Source: an optimization exercise on an open RTL-to-GDS flow (aim: small area, a short achievable clock period and few clock cycles per item). Production flows keep margins and buffers that such runs may drop. Function was checked by simulation only, so behaviour that the tests miss may differ from the original. Power and IR drop assume default switching activity.

==> flow/design.v <==
module muldiv_div_core (
    input  logic [36:0] x,
    input  logic [36:0] y,
    input  logic        inv,
    input  logic        cin,
    output logic [36:0] s
);
    assign s = x + (y ^ {37{inv}}) + {36'd0, cin};
endmodule
module muldiv_unit (
    input  logic        clk,
    input  logic        rst,
    input  logic        start,
    input  logic [2:0]  op,
    input  logic [31:0] a,
    input  logic [31:0] b,
    input  logic        flush,
    output logic        busy,
    output logic        done,
    output logic        div_by_zero,
    output logic [31:0] hi,
    output logic [31:0] lo
);
    localparam logic [2:0] OP_MULT  = 3'd0;
    localparam logic [2:0] OP_MULTU = 3'd1;
    localparam logic [2:0] OP_DIV   = 3'd2;
    localparam logic [2:0] OP_DIVU  = 3'd3;
    localparam logic [2:0] OP_MTHI  = 3'd4;
    localparam logic [2:0] OP_MTLO  = 3'd5;
    logic st_nega;    
    logic st_dtest;   
    logic st_dstep;   
    logic st_mul;     
    logic st_mfin;    
    logic st_negq;    
    logic st_negr;    
    logic [5:0]  n;           
    logic [32:0] R;           
    logic [31:0] Q;           
    logic [32:0] D;           
    logic        prev;        
    logic        multu_top;   
    logic        neg_q, neg_r, b_zero;
    logic sgn, accept;
    assign sgn    = (op == OP_MULT) || (op == OP_DIV);
    assign accept = !busy && start && !flush;
    logic [36:0] m37, p0, p1, r37, csa_s, csa_c;
    logic        one0, two0, neg0, one1, two1, neg1;
    assign m37  = {{4{D[32]}}, D};
    assign r37  = {{4{R[32]}}, R};
    function automatic logic [5:0] bdec(input logic [3:0] q, input logic pb);
        bdec = {q[0] ^ pb,
                (q[1] & ~q[0] & ~pb) | (~q[1] & q[0] & pb),
                q[1],
                q[2] ^ q[1],
                (q[3] & ~q[2] & ~q[1]) | (~q[3] & q[2] & q[1]),
                q[3]};
    endfunction
    logic [5:0] bd, bd_nx;
    assign {one0, two0, neg0, one1, two1, neg1} = bd;
    assign p0   = (one0 ? m37 : two0 ? {m37[35:0], 1'b0} : 37'd0) ^ {37{neg0}};
    assign p1   = (one1 ? {m37[34:0], 2'b00} : two1 ? {m37[33:0], 3'b000} : 37'd0) ^ {37{neg1}};
    assign csa_s = r37 ^ p0 ^ p1;
    assign csa_c = {(r37[35:0] & p0[35:0]) | (r37[35:0] & p1[35:0]) | (p0[35:0] & p1[35:0]), neg0};
    logic [36:0] ax, ay, s;
    logic        ainv, acin;
    logic [36:0] dx;
    assign dx   = {{4{D[32]}}, D};
    assign ax   = st_dstep ? {4'b0000, R[31:0], Q[31]} :
                  st_dtest ? {5'b00000, R[23:0], Q[31:24]} :
                  st_mul   ? csa_s :
                  st_mfin  ? r37 : 37'd0;
    assign ay   = (st_dstep | st_dtest | st_mfin) ? dx :
                  st_mul  ? csa_c :
                  st_negr ? {5'b00000, R[31:0]} :
                            {5'b00000, Q};
    assign ainv = (st_dstep | st_dtest) ? ~D[32] :
                  (st_mul | st_mfin) ? 1'b0 : 1'b1;
    assign acin = (st_dstep | st_dtest) ? ~D[32] :
                  st_mul  ? neg1 :
                  st_mfin ? 1'b0 : 1'b1;
    muldiv_div_core u_add (.x(ax), .y(ay), .inv(ainv), .cin(acin), .s(s));
    logic ge;         
    logic tpass;      
    assign ge    = ~s[36];
    assign tpass = s[36];
    logic [3:0] zb;
    logic       mskip;
    assign zb[0] = (Q[7:0]   == {8{prev}});
    assign zb[1] = (Q[15:8]  == {8{prev}});
    assign zb[2] = (Q[23:16] == {8{prev}});
    assign zb[3] = (Q[31:24] == {8{prev}});
    assign mskip = !multu_top && (
                   n[5]           ? (&zb) :
                   (n[4] & n[3])  ? (&zb[2:0]) :
                   n[4]           ? (&zb[1:0]) :
                   n[3]           ? zb[0] : 1'b0) && (n[2:0] == 3'd0);
    assign bd_nx = !busy ? bdec(a[3:0], 1'b0) :
                   mskip ? bdec(Q[11:8], prev) : bdec(Q[7:4], Q[3]);
    logic [32:0] R_nx;
    logic [31:0] Q_nx;
    assign R_nx = !busy   ? 33'd0 :
                  st_dtest ? (tpass ? {9'd0, R[23:0]} << 8 | {25'd0, Q[31:24]} : R) :
                  st_dstep ? {1'b0, ge ? s[31:0] : {R[30:0], Q[31]}} :
                  st_mul   ? (mskip ? {{8{R[32]}}, R[32:8]} : s[36:4]) :
                  (st_mfin | st_negr) ? {1'b0, s[31:0]} : R;
    assign Q_nx = !busy   ? a :
                  st_dtest ? (tpass ? {Q[23:0], 8'd0} : Q) :
                  st_dstep ? {Q[30:0], ge} :
                  st_mul   ? (mskip ? {R[7:0], Q[31:8]} : {s[3:0], Q[31:4]}) :
                  (st_nega | st_negq) ? s[31:0] : Q;
    logic dlast, mlast, fixq, fixr, fin;
    assign fixq  = neg_q & !b_zero;
    assign fixr  = neg_r;
    assign dlast = (st_dtest & tpass & (n == 6'd8)) | (st_dstep & (n == 6'd1));
    assign mlast = st_mul & (mskip ? (n == 6'd8) : (n == 6'd4));
    assign fin   = (dlast & !fixq & !fixr) | (mlast & !multu_top) |
                   (st_negq & !fixr) | st_mfin | st_negr;
    logic acc_mul, acc_div;
    assign acc_mul = accept && (op == OP_MULT || op == OP_MULTU);
    assign acc_div = accept && (op == OP_DIV || op == OP_DIVU);
    always_ff @(posedge clk) begin
        R <= R_nx;
        Q <= Q_nx;
        bd <= bd_nx;
        if (!busy) begin
            D         <= {sgn & b[31], b};
            neg_q     <= sgn & (a[31] ^ b[31]);
            neg_r     <= sgn & a[31];
            b_zero    <= (b == 32'd0);
            multu_top <= (op == OP_MULTU) && a[31];
            prev      <= 1'b0;
        end else if (st_mul && !mskip) begin
            prev      <= Q[3];
        end
    end
    always_ff @(posedge clk or negedge rst) begin
        if (!rst) begin
            busy        <= 1'b0;
            st_nega     <= 1'b0;
            st_dtest    <= 1'b0;
            st_dstep    <= 1'b0;
            st_mul      <= 1'b0;
            st_mfin     <= 1'b0;
            st_negq     <= 1'b0;
            st_negr     <= 1'b0;
            n           <= '0;
            done        <= 1'b0;
            div_by_zero <= 1'b0;
            hi          <= '0;
            lo          <= '0;
        end else begin
            done <= 1'b0;
            if (!busy) begin
                n <= 6'd32;
            end else if (st_dstep) begin
                n <= n - 6'd1;
            end else if (st_dtest) begin
                if (tpass) n <= n - 6'd8;
            end else if (st_mul) begin
                n <= n - (mskip ? 6'd8 : 6'd4);
            end
            if (flush || fin) begin
                busy     <= 1'b0;
                st_nega  <= 1'b0;
                st_dtest <= 1'b0;
                st_dstep <= 1'b0;
                st_mul   <= 1'b0;
                st_mfin  <= 1'b0;
                st_negq  <= 1'b0;
                st_negr  <= 1'b0;
            end else if (!busy) begin
                busy     <= acc_mul | acc_div;
                st_mul   <= acc_mul;
                st_nega  <= acc_div & (op == OP_DIV) & a[31];
                st_dtest <= acc_div & !((op == OP_DIV) & a[31]);
            end else begin
                if (st_nega) begin
                    st_nega  <= 1'b0;
                    st_dtest <= 1'b1;
                end
                if (st_dtest && (!tpass || n == 6'd8)) begin
                    st_dtest <= 1'b0;
                    st_dstep <= !tpass;
                    st_negq  <= tpass & fixq;
                    st_negr  <= tpass & !fixq & fixr;
                end
                if (st_dstep && n == 6'd1) begin
                    st_dstep <= 1'b0;
                    st_negq  <= fixq;
                    st_negr  <= !fixq & fixr;
                end
                if (mlast) begin
                    st_mul   <= 1'b0;
                    st_mfin  <= multu_top;
                end
                if (st_negq) begin
                    st_negq  <= 1'b0;
                    st_negr  <= fixr;
                end
            end
            if (accept) begin
                div_by_zero <= 1'b0;
                if (op == OP_MTHI) hi <= a;
                if (op == OP_MTLO) lo <= a;
            end
            if (fin && !flush) begin
                hi          <= R_nx[31:0];
                lo          <= Q_nx;
                done        <= 1'b1;
                div_by_zero <= b_zero & (dlast | st_negr);
            end
        end
    end
endmodule
==> flow/flow/run.sh <==
#!/bin/bash
set -euo pipefail
bash standard.sh SETUP_SLACK_MARGIN=9.5 "BUFFER_PORTS_ARGS=-buffer_cell sky130_fd_sc_hd__buf_1" finish > make_finish.log 2>&1
==> flow/standard.sh <==
#!/bin/bash
# synth_recipe.tcl (not shown) runs the flow's synth.tcl, then flattens the netlist and writes it again
# the make line also repeats each setting of config.mk as NAME=value (left out here)
make -C /OpenROAD-flow-scripts/flow DESIGN_CONFIG=/design/flow/config.mk WORK_HOME=/design/flow/orfs CLKGATE_MAP_FILE= SYNTH_SCRIPT=/design/flow/synth_recipe.tcl "${@:-finish}"
==> flow/config.mk <==
export PLATFORM = sky130hd
export DESIGN_NAME = muldiv_unit
export DESIGN_NICKNAME = muldiv_unit
export VERILOG_FILES = /design/flow/design.v
export SDC_FILE = /design/flow/constraint.sdc
export NUM_CORES = 4
export LEC_CHECK = 0
export ABC_AREA = 1
export CAP_MARGIN = 20
export CORE_MARGIN = 2
export CORE_UTILIZATION = 45
export PLACE_DENSITY = 0.5
export SLEW_MARGIN = 20
==> flow/constraint.sdc <==
create_clock -name core_clock -period 14.5 [get_ports {clk}]
set_input_delay 2.9000 -clock core_clock [delete_from_list [all_inputs] [get_ports {clk}]]
set_output_delay 2.9000 -clock core_clock [all_outputs]
set_load 0.01 [all_outputs]
==> results of run 1 <==
==> routing by layer <==
| layer | GRT usage (%) | up-vias | routed length [µm] |
|---|---|---|---|
| li1 | - | 10340 | - |
| met2 | 65.9 | 1717 | 42200 |
| met5 | 0 | - | 0 |
| met3 | 9.36 | 383 | 11600 |
| met4 | 26.2 | 0 | 7040 |
| met1 | 54.2 | 11142 | 36400 |
==> area by class of cell <==
class	instances	area [µm²]	share of cell area, %
clock buffers	18	450	2.01
diodes	4	10.0	0.0447
well taps	539	674	3.01
flip-flops and latches	189	4580	20.4
clock inverters	14	168	0.749
repair buffers	272	2010	8.98
repair inverters	5	37.5	0.168
multi-input cells	2334	13300	59.5
inverters	296	1150	5.14
==> placed cells by master (no fill, tap or decap), types with 11 or more instances in the layout <==
cell	netlist	final
o21ai_2	0	22
buf_6	8	11
a21oi_2	0	38
o211ai_1	93	93
buf_1	28	136
clkbuf_16	0	23
nand4_1	40	40
nand2_1	752	705
buf_4	5	98
o21ai_1	10	100
nor2_1	178	151
edfxtp_1	37	37
nand2_2	2	40
a22oi_1	31	31
xor2_1	107	100
inv_1	283	275
clkinvlp_4	0	11
nor3_1	19	13
dfxtp_1	72	68
nand3_1	340	321
nor2_2	1	19
dfrtp_1	80	75
a21oi_1	253	211
nor4_1	12	11
fa_1	38	30
ha_2	0	13
o21ai_0	336	223
ha_1	45	30
nand3_2	1	20
==> timing repair <==
action,CTS,global route
hold buffers,0,0
endpoints found under the hold margin,0,0
pin swaps,42,89
cloned,13,11
setup endpoints to repair,142,138
gates resized for setup,150,248
setup buffers,48,41
==> metrics by stage <==
stage / utilization (%) / instances / hold WS, ns / power (mW)
floorplan: - / 3005 / 0.486 / 1.39
global placement: 46.8 / 3521 / 0.506 / 1.84
detailed placement: 46.8 / 3522 / 0.508 / 1.84
CTS: 51.0 / 3615 / 0.528 / 2.47
global route: 53.7 / 3667 / 0.555 / 2.78
finish: 53.7 / 3671 / 0.527 / 2.68
==> kinds of logic (layout without fill, tap and decap cells) <==
kind of cell	after synthesis	after routing	share of synthesized area, %
and+or+nand+nor	1370	1373	30.8
xor gates and xnor gates	111	111	5.15
adders and majority gates	83	83	7.02
AOI/OAI and AO/OA	767	767	22.6
DFF	189	189	24.1
buffers and inverters	485	605	10.3
other	0	4	0
==> state kept, by name, summed over array words and instances (netlist names), 6 cells and up <==
| register | cells |
|---|---|
| bd | 6 |
| Q | 32 |
| D | 33 |
| n | 6 |
| lo | 32 |
| R | 33 |
| hi | 32 |
==> power by group <==
group / internal, mW / switching [mW]
sequential: 0.611 / 0.0868
clock: 0.256 / 0.251
combinational: 0.496 / 0.975
total: 1.36 / 1.31
==> final timing paths <==
path	end	slack [ns]	cells past startpoint
hold / removal	hi[30]	0.53	2
max in group asynchronous	st_dtest	10.97	2
min in group asynchronous	hi[20]	2.28	1
setup reg to reg	hi[9]	9.50	23
setup / recovery	hi[9]	9.50	23
hold reg to reg	hi[30]	0.53	2
==> worst reg2reg max path, cell delays in order (launching register included) <==
cell and delay (ns):
dfrtp_4 0.52, inv_1 0.10, buf_4 0.53, o211ai_1 0.47, a22oi_1 0.29, xor2_1 0.44
ha_1 0.37, nand2_2 0.10, inv_1 0.04, nand2_1 0.07, nand2_2 0.07, nand2_2 0.06
nand2_2 0.06, a21oi_4 0.16, buf_4 0.13, nand4_1 0.22, nand2_2 0.24, buf_12 0.19
nor2_1 0.10, o21ai_1 0.17, nand2_1 0.07, o21ai_1 0.36, nand2_1 0.10, nand3_1 0.08
==> reports/summary.txt, run 1 <==
CP max stage cell - buf_4
CP Cell Sequence - inv_1 > buf_4 > o211ai_1 > a22oi_1 > xor2_1 > ha_1 > nand2_2 > inv_1 > nand2_1 > nand2_2 > nand2_2 > nand2_2 > a21oi_4 > buf_4 > nand4_1 > nand2_2 > buf_12 > nor2_1 > o21ai_1 > nand2_1 > o21ai_1 > nand2_1 > nand3_1
Yosys reg bits - 189
Async SR Flop Fraction - 42.3%
Fin Clk Skew - 0.0155 ns
GRT overflow - 0
Top FF cell, synth - dfrtp_1
Proportion of layout cells with a drive suffix above 1 - 13.4%
Slew @ Worst Pin - 1.00 ns
Placeable Area - 41700 µm²
Sink Count - 189
Vias - 23582
Layout fillers - 4294
Synth cell types - 50
Final instance area - 22400 µm²
Fin crit share - 34.5%
List of most frequent post-synthesis cells - nand2_1 (752), nand3_1 (340), o21ai_0 (336)
CP required - 14.94 ns
Root Buffer - clkbuf_16
Static Leakage - 9.89 nW
Synth warn - 1
Worst skew pair latency - 0.50 ns
Vias in the first global route - 21532
First-pass DRT Iterations - 9
Antenna Nets Post-Route - 0
Synthesized area - 18900 µm²
Largest net degree at the start of global routing - 91
Layout Nets - 3269
CP Capture Type - flop
FF-to-FF Start - st_mul
Die area - 43600 µm²
CTS max path bufs - 2
Register area share after synthesis - 24.1%
DR DRC count - 0
CTS clk-pin slew, worst paths - 0.08 ns
Period minus WS final - 5.00 ns
Yosys top cell by area - nand2_1
Setup WS pre-CTS - 7.51 ns
Max-slew violation count - 0
Row count - 75
Setup slack after layout - 9.50 ns
CP Launch Type - flop
Detailed placement HPWL - 70300 µm
Syn-to-layout area delta - 18.7%
Hold Crit Class - flop to flop
GRT Util Overall - 42.6%
Crit path max fanout - 47
Status - timing/DRC/antenna clean
CTS H-tree lvls - 4
Synth top area share - 15.0%
Worst Path Arrival - 5.44 ns
Port Buffers - 137
GP Congestion - 1.07
Max Fclk - 0.200 GHz
Final setup fails - 0
RSZ-0062 raised after global routing - true
Syn avg cell area - 6.28 µm²
Top cells by area, synth - nand2_1 (15%), dfrtp_1 (11%), nand3_1 (9.0%)
I/O pin total - 138
Delay-heaviest family, CP - compound AO/OA/AOI/OAI gates
Number of DRC markers in iteration 0 - 3932
Setup_tns - 0 ns
CP peak stage delay - 0.53 ns
Initial antenna violation count - 2
Count leader, synth - nand2_1
Post-synth EDFFs - 37
Routed wire length - 97200 µm
First-pass GRT wire length - 138000 µm
Die Ht - 209 µm
Worst IR Drop VDD - 105 µV
Relative slew slack - 33.3%
Fin. Hold Viols - 0
CTS tree - built
Cells after Synth - 3005
Maxcap violations - 0
Placed cell areas - 19500 µm²
Critical path startpoint - st_mul
Starting density of the core - 45.3%
Buffers & Inverters on Critical Path - 5
Setup CP Type - flop to flop
Syn_nets - 3159
Die width - 209 µm
WL/cell - 26.5 µm
CP most frequent cell - nand2_2
Worst Hold Launch - hi[30]
Pwr/cell area - 120 nW/µm²
TritonCTS Buffers - 17
Vias per std cell - 6.42
Testbench counts, summed over its fixed seeds: cycles 21,976, ops 2,400.
==> run 2, diff against run 1 <==
==> flow/run.sh (new file) <==
#!/bin/bash
# synth_recipe.tcl (not shown) runs the flow's synth.tcl, then flattens the netlist and writes it again
# the make line also repeats each setting of config.mk as NAME=value (left out here)
make -C /OpenROAD-flow-scripts/flow DESIGN_CONFIG=/design/flow/config.mk WORK_HOME=/design/flow/orfs CLKGATE_MAP_FILE= SYNTH_SCRIPT=/design/flow/synth_recipe.tcl finish
--- a/flow/config.mk
+++ b/flow/config.mk
@@ -11,3 +11,4 @@
 export CORE_UTILIZATION = 45
 export PLACE_DENSITY = 0.5
+export SETUP_SLACK_MARGIN = 5
 export SLEW_MARGIN = 20
removed: flow/flow/run.sh
removed: flow/standard.sh
==> reports/summary.txt, run 2 <==
Status - timing/DRC/antenna clean
Cells after Synth - 3005 (unchanged)
Slew @ Worst Pin - 1.15 ns (+0.146 ns)
Gates resized, CTS repair - 0 (-100%)
TritonCTS Buffers - 17 (unchanged)
CP required - 14.91 ns (-0.03 ns)
GRT Util Overall - 41.0% (-1.5 points)
Fin Clk Skew - 0.0171 ns (+0.00161 ns)
Async SR Flop Fraction - 42.3% (unchanged)
Reg power frac - 28.6% (+2.5 points)
Fin. Hold Viols - 0 (unchanged)
CP most frequent cell - nand3_1
Pwr/cell area - 115 nW/µm² (-3.4%)
GRT met2 Usage - 64.3% (-1.6 points)
Largest net degree at the start of global routing - 110 (+21%)
Commonest cells after routing, fill and taps aside - nand2_1 (751), nand3_1 (340), o21ai_0 (336), inv_1 (282), a21oi_1 (253)
Antenna Nets Post-Route - 0 (unchanged)
Top cells by area, synth - nand2_1 (15%), dfrtp_1 (11%), nand3_1 (9.0%)
Proportion of layout cells with a drive suffix above 1 - 3.38% (-10 points)
Die width - 209 µm (unchanged)
Initial antenna violation count - 2 (unchanged)
Yosys top cell by area - nand2_1
Count leader, synth - nand2_1
CP Launch Type - flop
Number of DRC markers in iteration 0 - 3692 (-6.1%)
Commonest non-fill, non-tap cell in the layout - nand2_1
Hold_buf cts - 0 (unchanged)
Port Buffers - 137 (unchanged)
Vias - 22548 (-4.4%)
Syn avg cell area - 6.28 µm² (unchanged)
Syn_nets - 3159 (unchanged)
Vias in the first global route - 21095 (-2.0%)
Top flop regs - D (33), R (33)
Max Fclk - 0.139 GHz (-31%)
DR DRC count - 0 (unchanged)
Synth warn - 1 (unchanged)
Hold Crit Class - flop to flop
First-pass DRT Iterations - 7 (-2)
Worst Path Arrival - 7.62 ns (+2.18 ns)
GRT overflow - 0 (unchanged)
Relative slew slack - 23.3% (-10 points)
Vias per std cell - 6.33 (-1.5%)
Net Sw Power - 1.16 mW (-11%)
CTS H-tree lvls - 4 (unchanged)
GR peak layer - met2
Setup CP Type - flop to flop
WL/cell - 25.6 µm (-3.5%)
Crit path max fanout - 85 (+81%)
Starting density of the core - 45.3% (unchanged)
Post-synth EDFFs - 37 (unchanged)
Period minus WS final - 7.21 ns (+2.21 ns)
M1 GR Usage - 53.4% (-0.84 points)
Delay-heaviest family, CP - buffers and inverters
Die area - 43600 µm² (unchanged)
GP Congestion - 1.08 (+0.56%)
I/O pin total - 138 (unchanged)
RSZ-0062 raised after global routing - false
Synth top area share - 15.0% (unchanged)
Buffers & Inverters on Critical Path - 7 (+2)
CP Capture Type - flop
Worst Hold Margin - 0.535 ns (+0.00790 ns)
Comb pwr share - 51.7% (-3.3 points)
Top FF cell, synth - dfrtp_1
Layout Nets - 3163 (-3.2%)
List of most frequent post-synthesis cells - nand2_1 (752), nand3_1 (340), o21ai_0 (336)
Placeable Area - 41700 µm² (unchanged)
CP peak stage delay - 0.86 ns (+0.33 ns)
Die Ht - 209 µm (unchanged)
Max-slew violation count - 0 (unchanged)
CTS max path bufs - 2 (unchanged)
GRT met3 Usage - 8.16% (-1.2 points)
Post-CTS Setup Bufs - 0 (-100%)
Net Sw Frac - 48.1% (-0.94 points)
CP max stage cell - dfrtp_2
Yosys reg bits - 189 (unchanged)
Fin crit share - 49.7% (+15 points)
Root Buffer - clkbuf_16
Syn-to-layout area delta - 11.1%
Sink Count - 189 (unchanged)
CTS tree - built
Worst IR Drop VDD - 90.9 µV (-13%)
Clk pwr share - 19.6% (+0.7 points)
Synthesized area - 18900 µm² (unchanged)
Synth cell types - 50 (unchanged)
Int Power - 1.26 mW (-7.9%)
Static Leakage - 9.40 nW (-4.9%)
CTS clk-pin slew, worst paths - 0.08 ns (about the same)
Layout fillers - 4431 (+3.2%)
Row count - 75 (unchanged)
Register area share after synthesis - 24.1% (unchanged)
First-pass GRT wire length - 134000 µm (-2.9%)
Worst skew pair latency - 0.48 ns (-0.02 ns)
Final setup fails - 0 (unchanged)
Routed wire length - 91000 µm (-6.3%)
Detailed placement HPWL - 69900 µm (-0.53%)
Setup_tns - 0 ns (unchanged)
Maxcap violations - 0 (unchanged)
==> run 2: final cells by class <==
class / instances / area, µm² / area share, %
diodes: 2 / 5.00 / 0.0239
repair buffers: 174 / 1650 / 7.85
inverters: 296 / 1110 / 5.30
multi-input cells: 2331 / 12400 / 59.2
flip-flops and latches: 189 / 4560 / 21.8
clock inverters: 11 / 111 / 0.531
well taps: 539 / 674 / 3.22
clock buffers: 21 / 450 / 2.15
==> run 2: kinds of logic after synthesis <==
group	Yosys count	synth area share, %
AO/OA/AOI/OAI	767	22.6
flip-flops	189	24.1
buffers and inverters	485	10.3
AND/OR/NAND/NOR	1370	30.8
XOR/XNOR	111	5.15
adder cells (fa/ha/maj)	83	7.02
==> run 2: power groups by stage <==
stage | Clock, mW | Sequential (mW) | Combinational, mW
5_1_grt | 0.497 | 0.698 | 1.34
3_3_place_gp | 0 | 0.698 | 1.20
3_5_place_dp | 0 | 0.696 | 1.20
2_1_floorplan | 0 | 0.688 | 0.704
6_report | 0.475 | 0.693 | 1.25
4_1_cts | 0.477 | 0.688 | 1.21
==> run 2: per-stage QoR <==
step | power, mW | instance area (µm²) | worst slack [ns] | util [%] | cells
2_1_floorplan | 1.39 | 18900 | 10.06 | - | 3005
5_1_grt | 2.53 | 21000 | 6.95 | 50.3 | 3561
3_5_place_dp | 1.90 | 20400 | 7.53 | 49.0 | 3529
3_3_place_gp | 1.90 | 20400 | 7.60 | 49.0 | 3529
4_1_cts | 2.37 | 21000 | 7.51 | 50.3 | 3561
6_report | 2.42 | 21000 | 7.29 | 50.3 | 3563
==> run 2: worst min-delay path: stages (launching register included) <==
cell and delay, ns:
dfrtp_1 0.35, nand3_1 0.08, nand3_1 0.08
==> run 2: final timing paths <==
kind | start | to | slack, ns | cells after the start
setup / recovery | st_dstep | lo[29] | 7.29 | 26
hold / removal | hi[30] | hi[30] | 0.53 | 2
setup reg to reg | st_dstep | lo[29] | 7.29 | 26
hold reg to reg | hi[30] | hi[30] | 0.53 | 2
max in group asynchronous | rst | st_mul | 11.00 | 2
min in group asynchronous | rst | hi[19] | 2.29 | 1
==> run 2: per-layer routing <==
metal	up-vias	wire, µm
met4	0	5400
met1	10566	36000
met2	1585	40100
li1	10095	-
met3	302	9510
met5	-	0
==> run 3, diff against run 2 <==
--- a/flow/design.v
+++ b/flow/design.v
@@ -83,6 +83,10 @@
     logic ge;         
     logic tpass;      
-    assign ge    = ~s[36];
-    assign tpass = s[36];
+    logic [32:0] cx;
+    logic [34:0] cmp;
+    assign cx    = st_dstep ? {R[31:0], Q[31]} : {9'd0, R[23:0], Q[31:24]};
+    assign cmp   = {2'b00, cx} + ({{2{D[32]}}, D} ^ {35{~D[32]}}) + {34'd0, ~D[32]};
+    assign ge    = ~cmp[34];
+    assign tpass = cmp[34];
     logic [3:0] zb;
     logic       mskip;
==> flow/flow/run.sh (new file) <==
#!/bin/bash
set -euo pipefail
bash standard.sh SETUP_SLACK_MARGIN=10 "BUFFER_PORTS_ARGS=-buffer_cell sky130_fd_sc_hd__buf_1" finish > make_finish.log 2>&1
==> flow/standard.sh (new file) <==
#!/bin/bash
# synth_recipe.tcl (not shown) runs the flow's synth.tcl, then flattens the netlist and writes it again
# the make line also repeats each setting of config.mk as NAME=value (left out here)
make -C /OpenROAD-flow-scripts/flow DESIGN_CONFIG=/design/flow/config.mk WORK_HOME=/design/flow/orfs CLKGATE_MAP_FILE= SYNTH_SCRIPT=/design/flow/synth_recipe.tcl "${@:-finish}"
--- a/flow/config.mk
+++ b/flow/config.mk
@@ -11,4 +11,3 @@
 export CORE_UTILIZATION = 45
 export PLACE_DENSITY = 0.5
-export SETUP_SLACK_MARGIN = 5
 export SLEW_MARGIN = 20
removed: flow/run.sh
==> reports/summary.txt, run 3 <==
Hold Path End - lo[17]
Syn avg cell area - 6.25 µm² (-0.45%)
Maxcap violations - 0 (unchanged)
Layout fillers - 4376 (-1.2%)
Hold Crit Class - flop to flop
Sink Count - 189 (unchanged)
Die width - 216 µm (+3.3%)
R2R Setup Slk - 9.97 ns (+2.68 ns)
Syn-to-layout area delta - 20.9%
CP required - 14.89 ns (-0.02 ns)
I/O pin total - 138 (unchanged)
Async SR Flop Fraction - 42.3% (unchanged)
Placeable Area - 44200 µm² (+6.1%)
Max Fclk - 0.221 GHz (+59%)
Fin crit share - 31.2% (-18 points)
Buffers & Inverters on Critical Path - 4 (-3)
Synth warn - 1 (unchanged)
Synth cell types - 59 (+18%)
Vias in the first global route - 23454 (+11%)
CP peak stage delay - 0.47 ns (-0.39 ns)
CTS clk-pin slew, worst paths - 0.08 ns (about the same)
CTS H-tree lvls - 4 (unchanged)
First-pass GRT wire length - 150000 µm (+11%)
Largest net degree at the start of global routing - 100 (-9.1%)
Worst skew pair latency - 0.51 ns (+0.03 ns)
GRT overflow - 0 (unchanged)
GP Congestion - 1.10 (+1.4%)
Static Leakage - 10.8 nW (+14%)
Vias per std cell - 6.32 (about the same)
FF-to-FF Start - bd[4]
Antenna Nets Post-Route - 0 (unchanged)
First-pass DRT Iterations - 12 (+5)
Relative slew slack - 23.5% (+0.15 points)
Vias - 24865 (+10%)
GRT Util Overall - 43.2% (+2.2 points)
Pwr/cell area - 94.2 nW/µm² (-18%)
Yosys top cell by area - nand2_1
Routed wire length - 104000 µm (+14%)
Setup CP Type - flop to flop
Reg2reg end - hi[26]
Reg2reg path depth - 25 (-3.8%)
Yosys reg bits - 189 (unchanged)
Delay-heaviest family, CP - compound AO/OA/AOI/OAI gates
Root Buffer - clkbuf_16
List of most frequent post-synthesis cells - nand2_1 (933), o21ai_0 (381), inv_1 (320)
Synth top area share - 17.4% (+2.4 points)
Setup_tns - 0 ns (unchanged)
CP most frequent cell - nand2_4
Post-layout util - 55.1% (+4.7 points)
CP Launch Type - flop
Top cells by area, synth - nand2_1 (17%), dfrtp_1 (9.9%), o21ai_0 (9.5%)
Synthesized area - 20100 µm² (+6.8%)
Top FF cell, synth - dfrtp_1
CP max stage cell - fa_1
Register area share after synthesis - 22.6% (-1.5 points)
Worst IR Drop VDD - 107 µV (+17%)
Layout Nets - 3509 (+11%)
Proportion of layout cells with a drive suffix above 1 - 15.4% (+12 points)
Fin Clk Skew - 0.0210 ns (+0.00390 ns)
Worst Hold Launch - lo[17]
TritonCTS Buffers - 17 (unchanged)
Post-synth EDFFs - 37 (unchanged)
Final instance area - 24300 µm² (+16%)
Cells after Synth - 3223 (+7.3%)
Fin. Hold Viols - 0 (unchanged)
Starting density of the core - 45.6% (+0.27 points)
Die area - 46500 µm² (+6.6%)
Count leader, synth - nand2_1
Number of DRC markers in iteration 0 - 3523 (-4.6%)
CP Capture Type - flop
Port Buffers - 137 (unchanged)
Die Ht - 216 µm (+3.3%)
WL/cell - 26.3 µm (+3.1%)
Worst Hold Margin - 0.489 ns (-0.0454 ns)
Commonest cells after routing, fill and taps aside - nand2_1 (832), inv_1 (304), o21ai_0 (304), nand3_1 (211), a21oi_1 (210)
CTS tree - built
RSZ-0062 raised after global routing - true
Syn_nets - 3408 (+7.9%)
Row count - 77 (+2.7%)
Initial antenna violation count - 8 (+6)
Top flop regs - D (33), R (33)
Crit path max fanout - 11 (-87%)
WHS Path Cells - 2 (unchanged)
Placed cell areas - 20900 µm² (+2.5%)
CTS max path bufs - 2 (unchanged)
Final setup fails - 0 (unchanged)
Detailed placement HPWL - 76000 µm (+8.7%)
Max-slew violation count - 0 (unchanged)
Tot Pwr - 2.29 mW (-5.3%)
Period minus WS final - 4.53 ns (-2.68 ns)
Slew @ Worst Pin - 1.15 ns (+0.000268 ns)
Status - timing/DRC/antenna clean
Worst Path Arrival - 4.92 ns (-2.70 ns)
DR DRC count - 0 (unchanged)
Commonest non-fill, non-tap cell in the layout - nand2_1
[run 3: changes by cell type after synthesis, sizes merged, moves of 6 or more]
cell	change
xnor2	+37
a221oi	+22
buf	-10
or2	-8
clkbuf	+6
inv	+43
o21ai	+40
ha	+31
a21boi	+15
o211ai	-36
nand3	-104
nand2	+182
nand4	+10
[run 3: repair_timing]
item | in CTS | in global routing
setup endpoints to repair | 130 | 122
setup buffers | 27 | 59
resized for setup | 156 | 396
pin swaps | 18 | 125
hold buffers | 0 | 0
gates cloned | 6 | 2
[run 3: logic make-up after synthesis]
kind of cell | synth area share, %
buf+inv | 10.4
flops | 22.6
xor+xnor | 6.48
fa+ha+maj | 8.50
simple gates | 29.9
compound gates | 22.2
[run 3: power breakdown]
group          internal [mW]  switching (mW)  total (mW)
Sequential             0.606          0.0869       0.693
Clock                  0.271           0.254       0.525
Combinational          0.386           0.689        1.07
Total                   1.26            1.03        2.29
[run 3: worst max path at each step]
| stage | startpoint | to | slack, ns | cells past startpoint |
|---|---|---|---|---|
| 2_1_floorplan | flush | hi[0] | 10.19 | 9 |
| 3_5_place_dp | st_mul | hi[31] | 8.45 | 19 |
| 3_3_place_gp | st_mul | hi[31] | 8.44 | 19 |
| 5_1_grt | bd[4] | hi[26] | 9.82 | 25 |
| 6_report | bd[4] | hi[26] | 9.97 | 25 |
| 4_1_cts | bd[1] | hi[31] | 9.96 | 22 |
[run 3: per-stage QoR]
step | std cells | worst slack [ns]
2_1_floorplan | 3223 | 10.19
3_3_place_gp | 3803 | 8.44
3_5_place_dp | 3803 | 8.45
4_1_cts | 3868 | 9.96
5_1_grt | 3929 | 9.82
6_report | 3933 | 9.97
[run 3: metal layers]
layer / part of all wire [%] / vias up / GRT usage [%] / routed length [µm]
li1: - / 10931 / - / -
met1: 37 / 11654 / 55.1 / 38500
met2: 42 / 1808 / 64.1 / 43500
met3: 13 / 464 / 11.3 / 13000
met4: 8.3 / 8 / 28.9 / 8630
met5: 0.057 / - / 0 / 59
[run 3: area by class of cell]
type / count / area, µm² / area share (%)
Multi-Input combinational cell: 2512 / 15300 / 62.8
Timing Repair inverter: 3 / 20.0 / 0.0822
Timing Repair Buffer: 263 / 1750 / 7.20
Clock buffer: 19 / 453 / 1.86
Clock inverter: 13 / 168 / 0.689
Antenna cell: 4 / 10.0 / 0.0411
Inverter: 338 / 1330 / 5.48
Sequential cell: 189 / 4580 / 18.8
Tap cell: 592 / 741 / 3.04
[run 3: worst min-delay path, delay by kind of cell, from the launching register on]
kind	cells	cell delay, ns
and+or+nand+nor	2	0.10
DFF	1	0.35
Testbench counts of run 3, summed over its fixed seeds: cycles 21,976, ops 2,400.
==> run 4, diff against run 3 <==
--- a/flow/design.v
+++ b/flow/design.v
@@ -68,14 +68,13 @@
     assign dx   = {{4{D[32]}}, D};
     assign ax   = st_dstep ? {4'b0000, R[31:0], Q[31]} :
-                  st_dtest ? {5'b00000, R[23:0], Q[31:24]} :
                   st_mul   ? csa_s :
                   st_mfin  ? r37 : 37'd0;
-    assign ay   = (st_dstep | st_dtest | st_mfin) ? dx :
+    assign ay   = (st_dstep | st_mfin) ? dx :
                   st_mul  ? csa_c :
                   st_negr ? {5'b00000, R[31:0]} :
                             {5'b00000, Q};
-    assign ainv = (st_dstep | st_dtest) ? ~D[32] :
+    assign ainv = st_dstep ? ~D[32] :
                   (st_mul | st_mfin) ? 1'b0 : 1'b1;
-    assign acin = (st_dstep | st_dtest) ? ~D[32] :
+    assign acin = st_dstep ? ~D[32] :
                   st_mul  ? neg1 :
                   st_mfin ? 1'b0 : 1'b1;
==> reports/summary.txt, run 4 <==
Status - timing/DRC/antenna clean
Vias per std cell - 6.22 (-1.6%)
CP Capture Type - flop
Die area - 46100 µm² (-0.76%)
Top flop regs - D (33), R (33)
Antenna Nets Post-Route - 0 (unchanged)
FF-to-FF Start - bd[5]
CP Launch Type - flop
CTS H-tree lvls - 4 (unchanged)
Fin. Hold Viols - 0 (unchanged)
First-pass DRT Iterations - 9 (-3)
Critical path startpoint - bd[5]
Worst Hold Margin - 0.490 ns (+0.000747 ns)
Routed wire length - 102000 µm (-1.4%)
Syn avg cell area - 6.21 µm² (-0.68%)
Die Ht - 215 µm (-0.38%)
First-pass GRT wire length - 145000 µm (-2.9%)
Period minus WS final - 4.41 ns (-0.118 ns)
Setup_tns - 0 ns (unchanged)
DR DRC count - 0 (unchanged)
GRT Util Overall - 42.2% (-1.0 points)
Count leader, synth - nand2_1
Commonest non-fill, non-tap cell in the layout - nand2_1
WL/cell - 26.2 µm (-0.70%)
Vias in the first global route - 22443 (-4.3%)
Max Fclk - 0.227 GHz (+2.7%)
Slew @ Worst Pin - 1.18 ns (+0.0385 ns)
Proportion of layout cells with a drive suffix above 1 - 10.9% (-4.5 points)
CTS max path bufs - 2 (unchanged)
Detailed placement HPWL - 73300 µm (-3.5%)
Sink Count - 189 (unchanged)
Hold Crit Class - flop to flop
Root Buffer - clkbuf_16
Cells after Synth - 3220 (-0.093%)
Number of DRC markers in iteration 0 - 3782 (+7.4%)
Placeable Area - 44000 µm² (-0.44%)
Syn_nets - 3405 (-0.088%)
Final instance area - 23300 µm² (-4.4%)
List of most frequent post-synthesis cells - nand2_1 (933), o21ai_0 (374), inv_1 (338)
Synthesized area - 20000 µm² (-0.78%)
Synth warn - 1 (unchanged)
Commonest cells after routing, fill and taps aside - nand2_1 (891), inv_1 (328), o21ai_0 (307), nand3_1 (225), a21oi_1 (190)
Vias - 24311 (-2.2%)
Fin crit share - 30.4% (-0.81 points)
Initial antenna violation count - 2 (-6)
Tot Pwr - 2.05 mW (-10%)
Final setup fails - 0 (unchanged)
Post-synth EDFFs - 37 (unchanged)
Layout Nets - 3486 (-0.66%)
CTS clk-pin slew, worst paths - 0.08 ns (about the same)
Yosys top cell by area - nand2_1
Synth top area share - 17.5% (+0.14 points)
CP required - 14.94 ns (+0.05 ns)
Row count - 77 (unchanged)
Pwr/cell area - 88.3 nW/µm² (-6.3%)
GRT overflow - 0 (unchanged)
Placed cell areas - 20800 µm² (-0.65%)
TritonCTS Buffers - 17 (unchanged)
Yosys reg bits - 189 (unchanged)
I/O pin total - 138 (unchanged)
CTS tree - built
Top cells by area, synth - nand2_1 (18%), dfrtp_1 (10%), o21ai_0 (9.4%)
Starting density of the core - 45.4% (-0.16 points)
Setup CP Type - flop to flop
Fin Clk Skew - 0.0292 ns (+0.00814 ns)
Maxcap violations - 0 (unchanged)
RSZ-0062 raised after global routing - true
Syn-to-layout area delta - 16.4%
Crit path max fanout - 16 (+5)
GP Congestion - 1.04 (-4.9%)
Register area share after synthesis - 22.8% (+0.18 points)
Die width - 215 µm (-0.38%)
Worst IR Drop VDD - 108 µV (+1.3%)
Largest net degree at the start of global routing - 76 (-24%)
Static Leakage - 10.5 nW (-2.5%)
Async SR Flop Fraction - 42.3% (unchanged)
Relative slew slack - 20.9% (-2.6 points)
Worst skew pair latency - 0.52 ns (about the same)
CP max stage cell - fa_1
Max-slew violation count - 0 (unchanged)
Top FF cell, synth - dfrtp_1
CP peak stage delay - 0.40 ns (-0.07 ns)
Hold_buf cts - 0 (unchanged)
Worst Hold Launch - lo[16]
Synth cell types - 55 (-6.8%)
Worst Path Arrival - 4.85 ns (-0.07 ns)
Port Buffers - 137 (unchanged)
==> run 4: changes by cell type after synthesis, moves of 6 or more <==
cell / change
nor2_1: +31
o211ai_1: -20
o21ai_0: -7
o22ai_1: +34
inv_1: +18
a22oi_1: -11
clkbuf_1: -9
and2_1: +6
a211oi_1: +7
a221oi_1: -22
o311ai_0: +8
a21oi_1: -31
==> run 4: per-stage QoR <==
step                cells  utilization (%)  worst slack (ns)
finish               3907             52.9             10.09
global route         3906             52.9              9.92
CTS                  3860             49.7              9.96
detailed placement   3806             47.2              8.99
global placement     3806             47.2              9.00
floorplan            3220                -             10.09
==> run 4: logic make-up (layout without fill, tap and decap cells) <==
family | Yosys count | count (layout) | synth area share (%)
simple gates | 1491 | 1493 | 31.1
compound gates | 748 | 748 | 20.5
buf+inv | 533 | 625 | 10.7
flops | 189 | 189 | 22.8
xor+xnor | 145 | 145 | 6.35
fa+ha+maj | 114 | 114 | 8.56
other cells | 0 | 1 | 0
==> run 4: worst paths after layout <==
check / end / slack [ns] / cells past startpoint
worst max-delay path: R[32] / 10.09 / 25
worst min-delay path: lo[16] / 0.49 / 2
worst max register to register: R[32] / 10.09 / 25
worst min register to register: lo[16] / 0.49 / 2
max in group asynchronous: st_mul / 10.88 / 2
min in group asynchronous: lo[27] / 2.28 / 1
==> run 4: area by class of cell <==
cell class              count  area (µm²)
flip-flops and latches    189        4580
diodes                      1        2.50
multi-input cells        2500       14300
repair buffers            239        1670
fillers                  4609       20800
clock inverters            14         171
repair inverters            3        22.5
well taps                 592         741
inverters                 351        1360
clock buffers              18         439
==> run 4: routing by layer <==
metal / up-vias / GRT usage (%) / part of all wire (%) / routed length [µm]
met5: - / 0 / 0.013 / 13
met1: 11382 / 55.9 / 39 / 39700
met4: 2 / 26.9 / 7.2 / 7340
met2: 1760 / 63.3 / 42 / 43100
met3: 397 / 7.64 / 12 / 12100
li1: 10770 / - / - / -
==> run 4: where the power goes <==
| part | switching [mW] | internal [mW] |
|---|---|---|
| logic | 0.567 | 0.293 |
| clock network | 0.265 | 0.251 |
| registers | 0.0709 | 0.606 |
| total | 0.903 | 1.15 |
==> run 4: worst max-delay path, delay by kind of cell, from the launching register on <==
| family | cells | cell delay, ns |
|---|---|---|
| AO/OA/AOI/OAI | 6 | 0.99 |
| flip-flops | 1 | 0.34 |
| buffers and inverters | 6 | 0.72 |
| AND/OR/NAND/NOR | 8 | 0.89 |
| XOR/XNOR | 3 | 0.63 |
| adder cells (fa/ha/maj) | 2 | 0.74 |
==> run 4: timing repair <==
| action | 4_1_cts | 5_1_grt |
|---|---|---|
| resized for setup | 70 | 277 |
| setup buffers | 17 | 35 |
| pin swaps | 4 | 51 |
| gates cloned | 5 | 11 |
| endpoints found under the setup margin | 135 | 130 |
| endpoints found under the hold margin | 0 | 0 |
Testbench counts of run 4, summed over its fixed seeds: cycles 21,976, ops 2,400.

-- separate check: timing with driven ports --
How much do the figures lean on ideal ports? The routed layouts below were timed once more, with nothing changed but the port constraints.
Step 1 sets driving cells, clkbuf_16 on the clock port and buf_2 on the other inputs (assumed; they add their load-dependent delay and slew).
Step 2 adds t to the input delays and takes it off the output delays; t is the mean of the earliest and latest rising clock arrival at the registers after step 1. Input paths then give back, and output paths get back, about the clock's delay inside the block.
Slacks: ideal / step 1 / step 2; pairs: ideal / step 1.
| run | t (ns) | slack for setup (ns) | worst setup path after step 2 | clock arrival spread, ns | cell pins on the clock port's net |
|---|---|---|---|---|---|
| run 1 | 0.557 | 9.496 / 9.496 / 9.051 | input to register | 0.016 / 0.015 | 1 |
| run 2 | 0.529 | 7.289 / 7.289 / 7.289 | register to register | 0.017 / 0.018 | 1 |
| run 3 | 0.560 | 9.970 / 9.970 / 9.638 | input to register | 0.021 / 0.021 | 1 |
| run 4 | 0.573 | 10.087 / 10.087 / 9.671 | input to register | 0.029 / 0.029 | 1 |
After both steps every run listed still meets setup and hold. The setup slack of run 1, which loses most, moves by 0.000 ns with the drivers and by -0.445 ns with both steps.
